This design comes from an exercise in tuning for small area, a short achievable clock period and few clock cycles on the open sky130 flow, not from production work. Function was checked by simulation only, so behaviour that the tests miss may differ from the original. Power figures rest on the tool's default switching activity, not on a simulated workload.

<file path="flow/run.sh">
#!/bin/bash
# synth_recipe.tcl (not shown) runs the flow's synth.tcl, then flattens the netlist and writes it again
# the make line also repeats each setting of config.mk as NAME=value (left out here)
make -C /OpenROAD-flow-scripts/flow DESIGN_CONFIG=/design/flow/config.mk WORK_HOME=/design/flow/orfs CLKGATE_MAP_FILE= SYNTH_SCRIPT=/design/flow/synth_recipe.tcl finish
</file>
<file path="flow/config.mk">
export PLATFORM = sky130hd
export DESIGN_NAME = encoder_hold_step_keyer
export DESIGN_NICKNAME = encoder_hold_step_keyer
export VERILOG_FILES = /design/flow/design.v
export SDC_FILE = /design/flow/constraint.sdc
export NUM_CORES = 4
export LEC_CHECK = 0
export CAP_MARGIN = 20
export CORE_MARGIN = 2
export CORE_UTILIZATION = 40
export SLEW_MARGIN = 20
</file>
<file path="flow/constraint.sdc">
create_clock -name core_clock -period 6.0 [get_ports {clk_i}]
set_input_delay 1.2000 -clock core_clock [delete_from_list [all_inputs] [get_ports {clk_i}]]
set_output_delay 1.2000 -clock core_clock [all_outputs]
set_load 0.01 [all_outputs]
</file>
<file path="flow/design.v">
`timescale 1ns / 1ps
package ehsk_pkg;
  localparam logic [1:0] REQ_DATA    = 2'd0;
  localparam logic [1:0] REQ_PROCESS = 2'd1;
  localparam logic [1:0] REQ_KEY     = 2'd2;
  localparam logic [1:0] REQ_TICK    = 2'd3;
  localparam logic [1:0] ACT_PRESS   = 2'd0;
  localparam logic [1:0] ACT_RELEASE = 2'd1;
  localparam logic [1:0] ACT_TAP     = 2'd2;
  localparam logic [2:0] CFG_TIMEOUT  = 3'd0;
  localparam logic [2:0] CFG_GROUP    = 3'd1;
  localparam logic [2:0] CFG_STICKY   = 3'd2;
  localparam logic [2:0] CFG_TOPREQ   = 3'd3;
  localparam logic [2:0] CFG_QREL     = 3'd4;
  localparam logic [2:0] CFG_ACOUNT   = 3'd5;
  localparam logic [2:0] CFG_AKEY0    = 3'd6;
  localparam logic [2:0] CFG_AKEY1    = 3'd7;
  localparam logic [15:0] DEFAULT_TIMEOUT = 16'd180;
  localparam int unsigned CFG_DW = 32;
  typedef struct packed {
    logic [1:0]         req_type;
    logic               sensor_sel;
    logic [2:0]         layer;
    logic [2:0]         top_layer;
    logic signed [15:0] delta_whole;
    logic signed [15:0] delta_fraction;
    logic               trigger_mode;
    logic [15:0]        key_page;
    logic [15:0]        key_id;
    logic               key_pressed;
  } req_t;
  typedef struct packed {
    logic       out_sensor;
    logic [2:0] out_layer;
    logic [1:0] action;
    logic       direction;
    logic       last;
  } res_t;
  typedef struct packed {
    logic load;       
    logic data_wr;    
    logic proc_rd;    
    logic mod_start;  
    logic mod_step;   
    logic proc_wr;    
    logic scan_rd;    
    logic scan_wr;    
    logic scan_inc;   
    logic emit;       
  } cmd_t;
  typedef struct packed {
    logic in_range;
    logic mod_done;
    logic scan_end;
    logic key_hit;
    logic has_result;  
  } sts_t;
endpackage
`timescale 1ns / 1ps
module ehsk_ctrl (
  input  logic            clk_i,
  input  logic            rst_ni,
  input  logic            start_i,
  input  logic [1:0]      req_type_i,
  input  ehsk_pkg::sts_t  sts_i,
  output ehsk_pkg::cmd_t  cmd_o,
  output logic            busy_o
);
  localparam logic [2:0] S_IDLE = 3'd0;
  localparam logic [2:0] S_DISP = 3'd1;
  localparam logic [2:0] S_PRD  = 3'd2;
  localparam logic [2:0] S_MOD  = 3'd3;
  localparam logic [2:0] S_PWR  = 3'd4;
  localparam logic [2:0] S_SRD  = 3'd5;
  localparam logic [2:0] S_SWR  = 3'd6;
  localparam logic [2:0] S_EMIT = 3'd7;
  logic [2:0] state_q, state_d;
  logic [1:0] req_q;
  always_ff @(posedge clk_i or negedge rst_ni) begin
    if (!rst_ni) begin
      state_q <= S_IDLE;
      req_q   <= ehsk_pkg::REQ_DATA;
    end else begin
      state_q <= state_d;
      if (start_i && state_q == S_IDLE) req_q <= req_type_i;
    end
  end
  always_comb begin
    state_d = state_q;
    cmd_o   = '0;
    unique case (state_q)
      S_IDLE: begin
        if (start_i) begin
          cmd_o.load = 1'b1;
          state_d = S_DISP;
        end
      end
      S_DISP: begin
        case (req_q)
          ehsk_pkg::REQ_DATA: begin
            cmd_o.data_wr = 1'b1;
            state_d = S_IDLE;
          end
          ehsk_pkg::REQ_PROCESS: begin
            if (sts_i.in_range) begin
              cmd_o.proc_rd = 1'b1;
              state_d = S_PRD;
            end else begin
              state_d = S_IDLE;
            end
          end
          ehsk_pkg::REQ_KEY: state_d = sts_i.key_hit ? S_SRD : S_IDLE;
          default: state_d = S_SRD;
        endcase
      end
      S_PRD: begin
        cmd_o.mod_start = 1'b1;
        state_d = S_MOD;
      end
      S_MOD: begin
        if (sts_i.mod_done) begin
          state_d = S_PWR;
        end else begin
          cmd_o.mod_step = 1'b1;
        end
      end
      S_PWR: begin
        cmd_o.proc_wr = 1'b1;
        state_d = S_EMIT;
      end
      S_SRD: begin
        cmd_o.scan_rd = 1'b1;
        state_d = S_SWR;
      end
      S_SWR: begin
        cmd_o.scan_wr = 1'b1;
        cmd_o.scan_inc = 1'b1;
        state_d = S_EMIT;
      end
      S_EMIT: begin
        if (sts_i.has_result) begin
          cmd_o.emit = 1'b1;
        end else if (req_q == ehsk_pkg::REQ_PROCESS || sts_i.scan_end) begin
          state_d = S_IDLE;
        end else begin
          state_d = S_SRD;
        end
      end
      default: state_d = S_IDLE;
    endcase
  end
  assign busy_o = (state_q != S_IDLE);
endmodule
`timescale 1ns / 1ps
module ehsk_dpath #(
  parameter int unsigned SENSORS       = 2,
  parameter int unsigned LAYERS        = 8,
  parameter int unsigned ALLOW_ENTRIES = 2
) (
  input  logic                          clk_i,
  input  logic                          rst_ni,
  input  ehsk_pkg::req_t                req_i,
  input  logic                          cfg_we_i,
  input  logic [2:0]                    cfg_idx_i,
  input  logic [ehsk_pkg::CFG_DW-1:0]   cfg_data_i,
  input  ehsk_pkg::cmd_t                cmd_i,
  output ehsk_pkg::sts_t                sts_o,
  output logic                          res_valid_o,
  output ehsk_pkg::res_t                res_o
);
  localparam int unsigned ENTRIES = SENSORS * LAYERS;
  localparam int unsigned EW = (ENTRIES > 1) ? $clog2(ENTRIES) : 1;
  logic [15:0] timeout_q, group_q;
  logic        sticky_q, topreq_q, qrel_q;
  logic [1:0]  acount_q;
  logic [31:0] akey0_q, akey1_q;
  always_ff @(posedge clk_i or negedge rst_ni) begin
    if (!rst_ni) begin
      timeout_q <= ehsk_pkg::DEFAULT_TIMEOUT;
      group_q   <= 16'd5;
      sticky_q  <= 1'b0;
      topreq_q  <= 1'b1;
      qrel_q    <= 1'b0;
      acount_q  <= 2'd0;
      akey0_q   <= '0;
      akey1_q   <= '0;
    end else if (cfg_we_i) begin
      unique case (cfg_idx_i)
        ehsk_pkg::CFG_TIMEOUT: timeout_q <= cfg_data_i[15:0];
        ehsk_pkg::CFG_GROUP:   group_q   <= cfg_data_i[15:0];
        ehsk_pkg::CFG_STICKY:  sticky_q  <= cfg_data_i[0];
        ehsk_pkg::CFG_TOPREQ:  topreq_q  <= cfg_data_i[0];
        ehsk_pkg::CFG_QREL:    qrel_q    <= cfg_data_i[0];
        ehsk_pkg::CFG_ACOUNT:  acount_q  <= cfg_data_i[1:0];
        ehsk_pkg::CFG_AKEY0:   akey0_q   <= cfg_data_i;
        ehsk_pkg::CFG_AKEY1:   akey1_q   <= cfg_data_i;
        default: ;
      endcase
    end
  end
  ehsk_pkg::req_t r_q;
  always_ff @(posedge clk_i) begin
    if (cmd_i.load) r_q <= req_i;
  end
  logic [1:0]  pend_q  [ENTRIES];
  logic        hact_q  [ENTRIES];
  logic        hdir_q  [ENTRIES];
  logic [15:0] step_q  [ENTRIES];
  logic [15:0] timer_q [ENTRIES];
  logic in_range, gate_ok;
  logic [EW-1:0] addr;
  assign in_range = ({31'd0, r_q.sensor_sel} < SENSORS) && ({29'd0, r_q.layer} < LAYERS);
  assign addr = EW'(32'(r_q.sensor_sel) * LAYERS + 32'(r_q.layer));
  assign gate_ok = !topreq_q || (r_q.layer == r_q.top_layer);
  logic is_mod, allowed, key_hit;
  logic [31:0] keyv;
  assign keyv = {r_q.key_page, r_q.key_id};
  assign is_mod = (r_q.key_page == 16'd7) && (r_q.key_id >= 16'hE0) && (r_q.key_id <= 16'hE7);
  assign allowed = (ALLOW_ENTRIES >= 1 && acount_q >= 2'd1 && akey0_q == keyv) ||
                   (ALLOW_ENTRIES >= 2 && acount_q >= 2'd2 && akey1_q == keyv);
  assign key_hit = r_q.key_pressed && !is_mod && qrel_q && !allowed;
  logic [1:0]  w_pend_q;
  logic        w_hact_q, w_hdir_q;
  logic [15:0] w_step_q, w_rem_q;
  logic [4:0]  m_cnt_q;
  logic        m_busy_q;
  logic [EW:0] sidx_q;
  logic [EW-1:0] sidx;
  assign sidx = sidx_q[EW-1:0];
  logic        s_hact_q, s_hdir_q;
  logic [15:0] s_timer_q;
  logic [7:0]            rq_q [4];   
  logic [2:0]  rcnt_q;
  logic [1:0]  rhead_q;
  logic [15:0] stepn;
  assign stepn = w_step_q + 16'd1;
  logic [15:0] quo_q;    
  logic [16:0] rem_sh;
  assign rem_sh = {w_rem_q, quo_q[15]};
  logic proc_dir;
  assign proc_dir = (w_pend_q != 2'd1);
  function automatic ehsk_pkg::res_t mk(input logic [EW-1:0] e, input logic [1:0] a, input logic d);
    ehsk_pkg::res_t r;
    logic hi;
    hi = (32'(e) >= LAYERS);
    r.out_sensor = hi;
    r.out_layer  = 3'(32'(e) - (hi ? LAYERS : 32'd0));
    r.action     = a;
    r.direction  = d;
    r.last       = 1'b0;
    mk = r;
  endfunction
  always_ff @(posedge clk_i or negedge rst_ni) begin
    if (!rst_ni) begin
      for (int i = 0; i < ENTRIES; i++) begin
        pend_q[i] <= '0; hact_q[i] <= 1'b0; hdir_q[i] <= 1'b0;
        step_q[i] <= '0; timer_q[i] <= '0;
      end
      rcnt_q  <= '0;
      rhead_q <= '0;
      sidx_q  <= '0;
      m_cnt_q <= '0;
      m_busy_q <= 1'b0;
    end else begin
      if (cmd_i.load) begin
        sidx_q <= '0;
        rcnt_q <= '0;
        rhead_q <= '0;
      end
      if (cmd_i.data_wr && in_range) begin
        if (!gate_ok) begin
          pend_q[addr] <= 2'd0;
          step_q[addr] <= '0;
        end else begin
          logic [15:0] d;
          d = (r_q.delta_whole != 0) ? r_q.delta_whole : r_q.delta_fraction;
          pend_q[addr] <= (d == 0) ? 2'd0 : (d[15] ? 2'd2 : 2'd1);
        end
      end
      if (cmd_i.proc_rd) begin
        w_pend_q <= pend_q[addr];
        w_hact_q <= hact_q[addr];
        w_hdir_q <= hdir_q[addr];
        w_step_q <= step_q[addr];
      end
      if (cmd_i.mod_start) begin
        w_rem_q  <= '0;
        quo_q    <= stepn;
        m_cnt_q  <= 5'd0;
        m_busy_q <= gate_ok && r_q.trigger_mode && (w_pend_q != 2'd0) && (group_q != 0);
      end
      if (cmd_i.mod_step) begin
        if (rem_sh >= {1'b0, group_q}) w_rem_q <= 16'(rem_sh - {1'b0, group_q});
        else                           w_rem_q <= rem_sh[15:0];
        quo_q   <= {quo_q[14:0], 1'b0};
        m_cnt_q <= m_cnt_q + 5'd1;
        if (m_cnt_q == 5'd15) m_busy_q <= 1'b0;
      end
      if (cmd_i.proc_wr) begin
        logic [2:0] n;
        n = '0;
        pend_q[addr] <= 2'd0;
        if (!gate_ok) begin
          if (w_hact_q) begin
            rq_q[n[1:0]] <= mk(addr, ehsk_pkg::ACT_RELEASE, w_hdir_q); n = n + 3'd1;
          end
          hact_q[addr] <= 1'b0;
          step_q[addr] <= '0;
          timer_q[addr] <= '0;
        end else if (r_q.trigger_mode && w_pend_q != 2'd0) begin
          if (group_q == 0) step_q[addr] <= '0;
          else begin
            step_q[addr] <= stepn;
            if (w_rem_q == 0) begin
              rq_q[n[1:0]] <= mk(addr, ehsk_pkg::ACT_TAP, proc_dir); n = n + 3'd1;
            end
          end
          if (!w_hact_q) begin
            hact_q[addr] <= 1'b1;
            hdir_q[addr] <= proc_dir;
            rq_q[n[1:0]] <= mk(addr, ehsk_pkg::ACT_PRESS, proc_dir); n = n + 3'd1;
          end else if (!sticky_q && w_hdir_q != proc_dir) begin
            rq_q[n[1:0]] <= mk(addr, ehsk_pkg::ACT_RELEASE, w_hdir_q); n = n + 3'd1;
            hdir_q[addr] <= proc_dir;
            rq_q[n[1:0]] <= mk(addr, ehsk_pkg::ACT_PRESS, proc_dir); n = n + 3'd1;
          end
          timer_q[addr] <= (timeout_q != 0) ? timeout_q : ehsk_pkg::DEFAULT_TIMEOUT;
        end
        rcnt_q <= n;
        rhead_q <= '0;
      end
      if (cmd_i.scan_rd) begin
        s_hact_q  <= hact_q[sidx];
        s_hdir_q  <= hdir_q[sidx];
        s_timer_q <= timer_q[sidx];
      end
      if (cmd_i.scan_wr) begin
        rhead_q <= '0;
        if (r_q.req_type == ehsk_pkg::REQ_KEY) begin
          pend_q[sidx] <= 2'd0;
          hact_q[sidx] <= 1'b0;
          step_q[sidx] <= '0;
          timer_q[sidx] <= '0;
          if (s_hact_q) begin
            rq_q[0] <= mk(sidx, ehsk_pkg::ACT_RELEASE, s_hdir_q);
            rcnt_q <= 3'd1;
          end
        end else if (s_hact_q && s_timer_q != 0) begin
          timer_q[sidx] <= s_timer_q - 16'd1;
          if (s_timer_q == 16'd1) begin
            hact_q[sidx] <= 1'b0;
            step_q[sidx] <= '0;
            rq_q[0] <= mk(sidx, ehsk_pkg::ACT_RELEASE, s_hdir_q);
            rcnt_q <= 3'd1;
          end
        end
      end
      if (cmd_i.scan_inc) sidx_q <= sidx_q + 1'b1;
      if (cmd_i.emit) begin
        rcnt_q  <= rcnt_q - 3'd1;
        rhead_q <= rhead_q + 2'd1;
      end
    end
  end
  logic later;
  always_comb begin
    later = 1'b0;
    for (int i = 0; i < ENTRIES; i++) begin
      if (i >= 32'(sidx_q)) begin
        if (r_q.req_type == ehsk_pkg::REQ_KEY) later = later | hact_q[i];
        else later = later | (hact_q[i] && timer_q[i] == 16'd1);
      end
    end
  end
  logic is_last;
  assign is_last = (rcnt_q == 3'd1) &&
                   (r_q.req_type == ehsk_pkg::REQ_PROCESS || !later);
  always_comb begin
    res_o = rq_q[rhead_q];
    res_o.last = is_last;
  end
  assign res_valid_o = cmd_i.emit;
  assign sts_o.in_range   = in_range;
  assign sts_o.mod_done   = !m_busy_q;
  assign sts_o.scan_end   = (sidx_q == (EW+1)'(ENTRIES));
  assign sts_o.key_hit    = key_hit;
  assign sts_o.has_result = (rcnt_q != 0);
endmodule
`timescale 1ns / 1ps
module encoder_hold_step_keyer #(
  parameter int unsigned SENSORS       = 2,
  parameter int unsigned LAYERS        = 8,
  parameter int unsigned ALLOW_ENTRIES = 2
) (
  input  logic                        clk_i,
  input  logic                        rst_ni,
  input  logic                        start,
  output logic                        busy,
  input  logic [74:0]                 req_i,
  output logic                        res_valid_o,
  output logic [7:0]                  res_o,
  input  logic                        cfg_we_i,
  input  logic [2:0]                  cfg_idx_i,
  input  logic [31:0]                 cfg_data_i
);
  ehsk_pkg::cmd_t cmd;
  ehsk_pkg::sts_t sts;
  ehsk_pkg::req_t req_s;
  ehsk_pkg::res_t res_s;
  assign req_s = ehsk_pkg::req_t'(req_i);
  assign res_o = res_s;
  ehsk_ctrl u_ctrl (
    .clk_i(clk_i), .rst_ni(rst_ni), .start_i(start),
    .req_type_i(req_s.req_type), .sts_i(sts), .cmd_o(cmd), .busy_o(busy)
  );
  ehsk_dpath #(.SENSORS(SENSORS), .LAYERS(LAYERS), .ALLOW_ENTRIES(ALLOW_ENTRIES)) u_dp (
    .clk_i(clk_i), .rst_ni(rst_ni), .req_i(req_s),
    .cfg_we_i(cfg_we_i), .cfg_idx_i(cfg_idx_i), .cfg_data_i(cfg_data_i),
    .cmd_i(cmd), .sts_o(sts), .res_valid_o(res_valid_o), .res_o(res_s)
  );
endmodule
</file>
==> results.txt <==
- Number of synthesized register bits: 868
- Setup WS pre-CTS: 1460 ps
- R2r startpoint: u_dp.r_q[69]
- Tot GR Track Use: 0.355
- # Max-Cap Violations: 0
- Clock sink count: 868
- Worst Setup Path Type: flop to output port
- Wirelength per Cell: 34.9 um
- Final WL: 200,000 um
- Root Buffer Master: clkbuf_16
- Max_slew headroom: 0.164
- R2R Setup Slk: 1600 ps
- Period utilisation layout: 0.931
- Tmin final: 5590 ps
- Clk_skew: 39.2 ps
- Clock tree buffer depth: 3
- Pleak: 0.0201 uW
- Total number of vias: 40,300
- Worst setup margin: 412 ps
- CP Buf/Inv Count: 2
- Die width: 333 um
- Post-layout util: 0.463
- Share of power burned in registers: 0.433
- Tightest Pin Transition: 1250 ps
- RSZ-0062 raised after global routing: no
- TritonCTS Buffers: 96
- CP delay by family, top: compound AO/OA/AOI/OAI gates
- Internal power: 12,000 uW
- Slowest cell on the critical path: o21ai_0
- Synthesized cell area: 0.0432 sq mm
- Clock Latency Late Sink: 730 ps
- Vias in the first global route: 38,600
- Area Growth Syn to Fin: 14.7%
- Antenna-violating nets left: 0
- Nets: 4,402
- # H-tree levels: 3
- Endpoints failing setup: 0
- P_sw: 6530 uW
- Syn. warnings: 8
- FILL cells: 10,100
- I/O Buffers: 123
- WP data required: 4800 ps
- Hpwl dp: 137,000 um
- Synth unique cells: 88
- Post-synthesis async set-or-reset flop share: 0.804
- Die ar.: 0.111 sq mm
- Max-slew violations: 0
- CTS clock-pin slew for the worst setup and hold paths: 70 ps
- Largest stage delay, worst path: 810 ps
- Register area: 0.0226 sq mm
- Layout cells sized above 1: 0.113
- Setup TNS: 0 ps
- Fin area: 0.0495 sq mm
- Pre-antenna DRT Iters: 7
- Most used cell, CP: o21ai_0
- Comb power frac: 0.233
- Post-CTS sizing: 0
- FF-to-FF path depth: 5
- Die Y: 333 um
- Clk pwr share: 0.334
- Placeable Area: 0.107 sq mm
- Initial Util: 0.403
- Post-synth EDFFs: 170
- Commonest non-fill, non-tap cells in the layout: dfrtp_1, a22oi_1, nor2_1, nand2_1, o22ai_1
- Setup bufs post-CTS: 0
- Worst VDD drop: 0.238 mV
- # rows: 120
- Gate Count Post-Synth: 4,208
- Fmax achieved: 179 MHz
- Global-route wire length before repair: 285,000 um
- Routed vias/inst: 7.02
- Status: no timing/DRC/antenna violations
- RePlAce Congestion: 1.05
- CP arrival: 4390 ps
- Most used DFF post-synth: dfrtp_1
- Gr ovfl total: 0
- Area of the multi-input gates: 0.0193 sq mm
- Min-Delay Path Class: input port to async pin
- Placed cell area: 0.0463 sq mm
- P per Cell Area: 374 mW/mm^2
- Initial antenna violation count: 12
- CP max FO: 10
- CP cell instances: inv_1 > ha_1 > o21bai_1 > o21ai_0 > o22ai_1 > nor3_1 > o2111ai_1 > o21ai_0 > clkdlybuf4s50_1
- Sequential area share after synthesis: 0.523
- Largest net degree at the start of global routing: 143
- DRT iter0 DRCs: 6,622
- CP Capture Type: output port
- Critical path launch point type: flop
- Syn Area/Cell: 10.3 sq um
- FF-to-FF End: u_dp.rq_q[1][5]
- Residual DRC count: 0
- Commonest non-fill, non-tap cell in the layout: dfrtp_1
- TritonCTS clock tree: yes
- Hold Fails Final Rpt: 0
- Switching fraction of total power: 0.352
- Hold-fix buffers, CTS: 0
- IO Pins: 124
[power groups by stage]
stage	sequential (uW)	combinational, uW	clock [uW]
floorplan	7530	2590	0
global placement	8020	4100	0
detailed placement	8030	4150	0
CTS	7940	4170	6210
global route	8050	4550	6450
finish	8030	4320	6190
[registers in the layout, summed over array words and instances, names as in the netlist, 25 cells and up]
register,flops
u_dp.step_q,256
u_dp.r_q,75
u_dp.akey0_q,32
u_dp.timer_q,256
u_dp.pend_q,32
u_dp.akey1_q,32
u_dp.rq_q,25
[Yosys cell counts (7+ instances only)]
library cell	n	area share
dfrtp_1	691	0.40
a22oi_1	626	0.11
nor2_1	517	0.045
clkbuf_1	247	0.021
nand2_1	243	0.021
o22ai_1	188	0.027
edfxtp_1	170	0.12
a21oi_1	158	0.018
o21ai_0	126	0.015
nor4_1	89	0.013
a221oi_1	88	0.018
mux2_2	86	0.022
xor2_1	78	0.016
nand3_1	63	0.0073
nand4_1	60	0.0087
inv_1	56	0.0049
buf_2	54	0.0063
a31oi_1	48	0.0070
nor3_1	45	0.0052
and2_1	42	0.0061
a22o_1	41	0.0083
xnor2_1	37	0.0075
mux2i_1	34	0.0079
ha_1	33	0.0096
and3_1	31	0.0045
a222oi_1	26	0.0060
a211oi_1	24	0.0042
a32oi_1	20	0.0041
nor4b_1	19	0.0039
o22a_1	19	0.0039
nor2b_1	17	0.0025
a41oi_1	16	0.0032
nand2b_1	15	0.0022
o21ai_1	15	0.0017
o221ai_1	15	0.0030
buf_6	13	0.0034
buf_1	12	0.0010
nor2_2	8	0.0012
nor2_8	8	0.0037
nor3b_1	8	0.0014
dfstp_2	7	0.0043
o211ai_1	7	0.0012
[worst max path at each step]
stage / startpoint / to / slack [ps] / depth (start not counted)
floorplan: start / u_dp.rcnt_q[0] / 2200 / 5
global placement: u_dp.sidx_q[0] / res_o[0] / 1410 / 9
detailed placement: u_dp.sidx_q[1] / res_o[0] / 1460 / 9
CTS: u_dp.sidx_q[1] / res_o[0] / 700 / 9
global route: u_dp.sidx_q[1] / res_o[0] / 300 / 9
finish: u_dp.sidx_q[1] / res_o[0] / 410 / 9
[final cells by class]
type | instances | share of cell area
inverter | 57 | 0.00434
clock buffer | 140 | 0.0563
timing repair buffer | 275 | 0.0491
antenna | 3 | 0.000152
tap | 1403 | 0.0354
clock inverter | 36 | 0.00924
sequential | 868 | 0.456
multi-input combinational | 2956 | 0.390
[worst register-to-register path, delay by kind of cell (launching register included)]
kind	cells	cell delay, ps
XOR/XNOR	1	260
AND/OR/NAND/NOR	3	2170
flip-flops	1	1040
AO/OA/AOI/OAI	1	550
[per-stage QoR]
step | std cells | hold slack (ps) | power [uW]
CTS | 5735 | 404 | 18300
finish | 5738 | 394 | 18500
detailed placement | 5559 | 472 | 12200
global route | 5737 | 398 | 19100
floorplan | 4213 | 450 | 10100
global placement | 5557 | 463 | 12100
[metal layers]
layer / GRT usage / vias up / wire, um
met5: 0.00130 / - / 85
met4: 0.208 / 14 / 14400
met3: 0.0963 / 756 / 24000
met2: 0.509 / 3078 / 83800
li1: - / 16300 / -
met1: 0.479 / 20200 / 78100
[cells by family (layout without fill, tap and decap cells)]
kind of cell,after synthesis,count (layout),synth area share
compound gates,1466,1466,0.240
flops,868,868,0.523
simple gates,1215,1215,0.135
xor+xnor,115,115,0.0233
mux,120,120,0.0303
fa+ha+maj,34,34,0.0100
other cells,1,9,0.0000869
buf+inv,389,508,0.0383
Testbench counts, summed over its fixed seeds: cycles 169,495.

## afterwards: timing with drivers on the ports
In the flow no input, the clock included, has a driving cell. The finished layout below was timed again as built, in two steps. Step 1 assumes that a clkbuf_16 drives the clock port and a buf_2 every other input. Step 2 also shifts input and output timing later by t, the mid clock arrival at the registers, as if the neighbouring blocks saw the same clock. a / b / c = no drivers / after step 1 / after step 2; a / b = the first two.
t (ns): 0.780
slack for setup (ns): 0.412 / 0.346 / 1.127
worst setup path at the end: register to output
clock arrival spread, ns: 0.041 / 0.041
After both steps this run still meets setup and hold. For this run, drivers alone change the setup slack by -0.066 ns; drivers and shift together by +0.715 ns.
